This is an optimization exercise on Yosys and OpenROAD, whose aim is small area, not a production implementation. In this exercise RTL edits were held to simulation tests only and were not proved equivalent to the original. Power is estimated from default activity; no workload was simulated.

==> flow/design.v <==
`timescale 1ns/100ps
`default_nettype none
module measure_core (
  input  wire logic        gmii_tx_clk,
  input  wire logic        sys_rst,
  input  wire logic        sec_oneshot,
  input  wire logic [31:0] global_counter,
  input  wire logic [9:0]  rx_in,            
  output logic      [7:0]  gmii_txd,
  output logic             gmii_tx_en,
  output logic      [31:0] rx_pps,
  output logic      [31:0] rx_throughput,
  output logic      [31:0] rx_latency
);
  localparam logic [47:0] OWN_MAC  = 48'h003776_000101;
  localparam logic [31:0] OWN_IPV4 = {8'd10, 8'd0, 8'd21, 8'd105};
  wire       rx_valid  = rx_in[9];
  wire       rx_infr   = rx_in[8];
  wire [7:0] rx_data   = rx_in[7:0];
  wire       beat_byte = rx_valid & rx_infr;
  wire       beat_end  = rx_valid & ~rx_infr;
  logic [15:0] byte_cnt;
  logic        rx_closed;
  logic        stat_done;
  logic        arp_ok;      
  logic        magic_ok;    
  logic [47:0] rx_src_mac;
  logic [31:0] rx_ip;       
  wire       cnt_live = beat_byte & ~rx_closed;
  wire       decide   = cnt_live && (byte_cnt == 16'd51);
  logic      ok_first;    
  logic      ok_byte;     
  logic [7:0] ok_exp;
  always_comb begin
    ok_first = 1'b0;
    ok_byte  = 1'b1;
    ok_exp   = 8'h00;
    case (byte_cnt)
      16'd12: begin ok_first = 1'b1; ok_exp = 8'h08; end
      16'd13: ok_exp = 8'h06;
      16'd20: ok_exp = 8'h00;
      16'd21: ok_exp = 8'h01;
      16'd38: ok_exp = OWN_IPV4[31:24];
      16'd39: ok_exp = OWN_IPV4[23:16];
      16'd40: ok_exp = OWN_IPV4[15:8];
      16'd41: ok_exp = OWN_IPV4[7:0];
      default: ok_byte = 1'b0;
    endcase
  end
  logic      mg_byte;
  logic [7:0] mg_exp;
  always_comb begin
    mg_byte = 1'b1;
    mg_exp  = 8'h00;
    case (byte_cnt)
      16'd42: mg_exp = 8'hcc;
      16'd43: mg_exp = 8'h55;
      16'd44: mg_exp = 8'haa;
      16'd45: mg_exp = 8'h33;
      16'd46: mg_exp = 8'h0f;
      default: mg_byte = 1'b0;
    endcase
  end
  wire in_mac   = (byte_cnt >= 16'd6)  && (byte_cnt < 16'd12);
  wire in_ip    = (byte_cnt >= 16'd28) && (byte_cnt < 16'd32);
  wire in_stamp = (byte_cnt >= 16'd47) && (byte_cnt < 16'd51);
  always_ff @(posedge gmii_tx_clk) begin
    if (cnt_live) begin
      if (ok_byte) arp_ok <= (ok_first | arp_ok) & (rx_data == ok_exp);
      if (mg_byte) magic_ok <= ((byte_cnt == 16'd42) | magic_ok) & (rx_data == mg_exp);
      if (in_mac) rx_src_mac <= {rx_src_mac[39:0], rx_data};
      if (in_ip || (in_stamp && magic_ok)) rx_ip <= {rx_ip[23:0], rx_data};
    end
  end
  always_ff @(posedge gmii_tx_clk) begin
    if (beat_end) begin
    end else if (beat_byte) begin
      byte_cnt <= rx_closed ? 16'd1 : byte_cnt + 16'd1;
    end
  end
  always_ff @(posedge gmii_tx_clk) begin
    if (sys_rst) begin
      rx_closed <= 1'b1;
      stat_done <= 1'b0;
    end else begin
      stat_done <= beat_end && !rx_closed && (byte_cnt != 16'd0);
      if (beat_end)       rx_closed <= 1'b1;
      else if (beat_byte) rx_closed <= 1'b0;
    end
  end
  always_ff @(posedge gmii_tx_clk) begin
    if (sys_rst) begin
      rx_latency <= '0;
    end else if (decide && magic_ok) begin
      rx_latency <= global_counter - rx_ip;
    end
  end
  logic [31:0] pkt_acc;
  logic [31:0] byte_acc;
  always_ff @(posedge gmii_tx_clk) begin
    if (sys_rst || sec_oneshot) begin
      rx_pps        <= pkt_acc;
      rx_throughput <= byte_acc;
    end
  end
  always_ff @(posedge gmii_tx_clk) begin
    if (sys_rst || sec_oneshot) begin
      pkt_acc  <= '0;
      byte_acc <= '0;
    end else begin
      pkt_acc  <= pkt_acc + {31'h0, stat_done};
      byte_acc <= byte_acc + {16'h0, byte_cnt & {16{stat_done}}};
    end
  end
  logic        req_valid;
  logic [1:0]  q_count;
  logic [79:0] q_tail;
  logic [79:0] q_head;
  logic        pop;
  wire take = decide && arp_ok && !magic_ok && !q_count[1];
  always_ff @(posedge gmii_tx_clk) begin
    if (take) q_tail <= {rx_src_mac, rx_ip};
    if (pop || q_count == 2'd0) q_head <= q_tail;
  end
  always_ff @(posedge gmii_tx_clk) begin
    if (sys_rst) begin
      req_valid <= 1'b0;
      q_count   <= 2'd0;
    end else begin
      req_valid <= take;
      case ({req_valid, pop})
        2'b10:   q_count <= q_count + 2'd1;
        2'b01:   q_count <= q_count - 2'd1;
        default: q_count <= q_count;
      endcase
    end
  end
  logic [6:0]  tx_cnt;
  logic [47:0] dst_mac;
  logic [31:0] dst_ip;
  logic [31:0] crc_q;
  logic [7:0]  tx_byte;
  assign pop = ~gmii_tx_en & (q_count != 2'd0);
  function automatic logic [7:0] mac_byte(input logic [47:0] m, input logic [2:0] i);
    case (i)
      3'd0:    mac_byte = m[47:40];
      3'd1:    mac_byte = m[39:32];
      3'd2:    mac_byte = m[31:24];
      3'd3:    mac_byte = m[23:16];
      3'd4:    mac_byte = m[15:8];
      default: mac_byte = m[7:0];
    endcase
  endfunction
  always_comb begin
    case (tx_cnt)
      7'd7:  tx_byte = 8'hd5;
      7'd8, 7'd9, 7'd10, 7'd11, 7'd12, 7'd13:
             tx_byte = mac_byte(dst_mac, tx_cnt[2:0]);
      7'd14, 7'd30: tx_byte = OWN_MAC[47:40];
      7'd15, 7'd31: tx_byte = OWN_MAC[39:32];
      7'd16, 7'd32: tx_byte = OWN_MAC[31:24];
      7'd17, 7'd33: tx_byte = OWN_MAC[23:16];
      7'd18, 7'd34: tx_byte = OWN_MAC[15:8];
      7'd19, 7'd35: tx_byte = OWN_MAC[7:0];
      7'd20: tx_byte = 8'h08;
      7'd21: tx_byte = 8'h06;
      7'd22: tx_byte = 8'h00;
      7'd23: tx_byte = 8'h01;
      7'd24: tx_byte = 8'h08;
      7'd25: tx_byte = 8'h00;
      7'd26: tx_byte = 8'h06;
      7'd27: tx_byte = 8'h04;
      7'd28: tx_byte = 8'h00;
      7'd29: tx_byte = 8'h02;
      7'd36: tx_byte = OWN_IPV4[31:24];
      7'd37: tx_byte = OWN_IPV4[23:16];
      7'd38: tx_byte = OWN_IPV4[15:8];
      7'd39: tx_byte = OWN_IPV4[7:0];
      7'd40, 7'd41, 7'd42, 7'd43, 7'd44, 7'd45:
             tx_byte = mac_byte(dst_mac, tx_cnt[2:0]);
      7'd46: tx_byte = dst_ip[31:24];
      7'd47: tx_byte = dst_ip[23:16];
      7'd48: tx_byte = dst_ip[15:8];
      7'd49: tx_byte = dst_ip[7:0];
      7'd68, 7'd69, 7'd70, 7'd71: tx_byte = ~crc_q[7:0];
      default: tx_byte = (tx_cnt < 7'd7) ? 8'h55 : 8'h00;
    endcase
  end
  assign gmii_txd = gmii_tx_en ? tx_byte : 8'h00;
  function automatic logic [31:0] crc_byte(input logic [31:0] c, input logic [7:0] d);
    logic [31:0] r;
    logic        fb;
    r = c;
    for (int i = 0; i < 8; i++) begin
      fb = r[0] ^ d[i];
      r  = r >> 1;
      if (fb) r = r ^ 32'hedb88320;
    end
    crc_byte = r;
  endfunction
  wire       tx_fcs  = (tx_cnt >= 7'd68);
  wire [7:0] crc_din = tx_fcs ? crc_q[7:0] : tx_byte;
  always_ff @(posedge gmii_tx_clk) begin
    if (!gmii_tx_en || tx_cnt < 7'd8) crc_q <= 32'hffffffff;
    else                              crc_q <= crc_byte(crc_q, crc_din);
  end
  always_ff @(posedge gmii_tx_clk) begin
    if (sys_rst) begin
      gmii_tx_en <= 1'b0;
      tx_cnt     <= '0;
    end else if (pop) begin
      gmii_tx_en <= 1'b1;
      tx_cnt     <= '0;
    end else if (gmii_tx_en) begin
      if (tx_cnt == 7'd71) gmii_tx_en <= 1'b0;
      else                 tx_cnt <= tx_cnt + 7'd1;
    end
  end
  always_ff @(posedge gmii_tx_clk) begin
    if (pop) {dst_mac, dst_ip} <= q_head;
  end
endmodule
`default_nettype wire
Settings: LEC_CHECK=0, CAP_MARGIN=20, CORE_MARGIN=2, CORE_UTILIZATION=75, SLEW_MARGIN=20; clock period 5.0 ns.
standard.sh (not shown) runs the stock make flow with config.mk's settings and CLKGATE_MAP_FILE= SYNTH_SCRIPT=/design/flow/synth_recipe.tcl, a recipe that flattens the netlist after the stock synthesis.
==> flow/flow/run.sh <==
#!/bin/bash
# Standard layout with three changes:
#  - synthesis maps logic with an area-oriented ABC script (flow/area.abc),
#    through the standard flow's own synthesis script with ABC's call redirected;
#  - ports get the smallest buffer (buf_1);
#  - the clock tree uses clkbuf_8 without dummy loads.
set -e
W=$PWD
export AREA_ABC_SCRIPT=$W/flow/area.abc
{ head -1 synth_recipe.tcl; echo "source $W/flow/abc_area.tcl"; tail -n +2 synth_recipe.tcl; } > $W/area_synth.tcl
sed "s#SYNTH_SCRIPT=[^ ]*#SYNTH_SCRIPT=$W/area_synth.tcl#" standard.sh > $W/area_standard.sh
grep -q "SYNTH_SCRIPT=$W/area_synth.tcl" $W/area_standard.sh
export BUFFER_PORTS_ARGS="-buffer_cell sky130_fd_sc_hd__buf_1"
export CTS_ARGS="-sink_clustering_enable -repair_clock_nets -dont_use_dummy_load -buf_list sky130_fd_sc_hd__clkbuf_8 -sink_clustering_size 20 -sink_clustering_max_diameter 60"
bash $W/area_standard.sh > standard.log 2>&1
==> flow/flow/abc_area.tcl <==
# Map the logic with flow/area.abc in place of ORFS's ABC speed script.
# Flip-flops are mapped before ABC runs, so registers are unchanged.
proc abc {args} {
  set i [lsearch $args -script]
  if {$i >= 0} {
    set args [lreplace $args $i [expr {$i + 1}] -script $::env(AREA_ABC_SCRIPT)]
  }
  yosys abc {*}$args
}
==> flow/flow/area.abc <==
strash
ifraig
scorr
dc2
strash
&get -n
&dch -f
&nf -R 1000
&put
The baseline completed, yet does not pass: negative setup slack.
Next try:
==> flow/flow/run.sh (replaced) <==
#!/bin/bash
# Standard layout with small port buffers and a clock tree without dummy loads.
export BUFFER_PORTS_ARGS="-buffer_cell sky130_fd_sc_hd__buf_1"
export CTS_ARGS="-sink_clustering_enable -repair_clock_nets -dont_use_dummy_load -buf_list sky130_fd_sc_hd__clkbuf_8 -sink_clustering_size 16 -sink_clustering_max_diameter 60"
bash standard.sh > standard.log 2>&1
--- a/flow/config.mk
+++ b/flow/config.mk
@@ -9,3 +9,3 @@
 export CORE_MARGIN = 2
-export CORE_UTILIZATION = 75
+export CORE_UTILIZATION = 40
 export SLEW_MARGIN = 20
removed: flow/flow/abc_area.tcl
removed: flow/flow/area.abc
Outcome:
- The new run ran to the end with no violations
- synthesized cell count goes up by 13%
- power rises by 7.7%
- sequential power rises by about 3%
- non-clock buffer count is lower by 116
- design area increases by 2.0%
- synthesized area increases by 7.2%
- die area went up by 98%
- worst setup slack improved by 0.90 ns
- clock skew grows by 0.073 ns
Next try:
--- a/flow/config.mk
+++ b/flow/config.mk
@@ -9,3 +9,3 @@
 export CORE_MARGIN = 2
-export CORE_UTILIZATION = 40
+export CORE_UTILIZATION = 65
 export SLEW_MARGIN = 20
=> The new run finished with timing, DRC and antenna clean. Global-route usage goes up by 8.7 points. Combinational power goes down by about 4%. Cell area goes down by 1.8%. Cell count goes down by 11%.

separate check: timing with driven ports:
How much do the figures lean on ideal ports? The routed layouts below were timed once more, with nothing changed but the port constraints. Step 1: set_driving_cell puts a clkbuf_16 on gmii_tx_clk and a buf_2 on each other input, an assumption about the parent block. Step 2 adds t to the input delays and takes it off the output delays; t is the mean of the earliest and latest rising clock arrival at the registers after step 1. Input paths then give back, and output paths get back, about the clock's delay inside the block. a / b / c = no drivers / after step 1 / after step 2; a / b = the first two.
run | shift t [ns] | setup slack, ns | worst hold slack (ns) | worst register clock-pin slew, ns | worst data-port slew with drivers (ns)
the first run | 0.607 | -0.707 / -0.691 / -1.298 | 0.419 / 0.419 / 0.419 | 0.12 / 0.12 | 0.06
the second run | 0.672 | 0.195 / 0.138 / 0.624 | 0.415 / 0.415 / 0.415 | 0.10 / 0.10 | 0.13
the third run | 0.640 | 0.266 / 0.216 / 0.640 | 0.401 / 0.401 / 0.401 | 0.11 / 0.11 | 0.09
For the first run, which loses most, drivers alone change the setup slack by +0.016 ns; drivers and shift together by -0.591 ns.
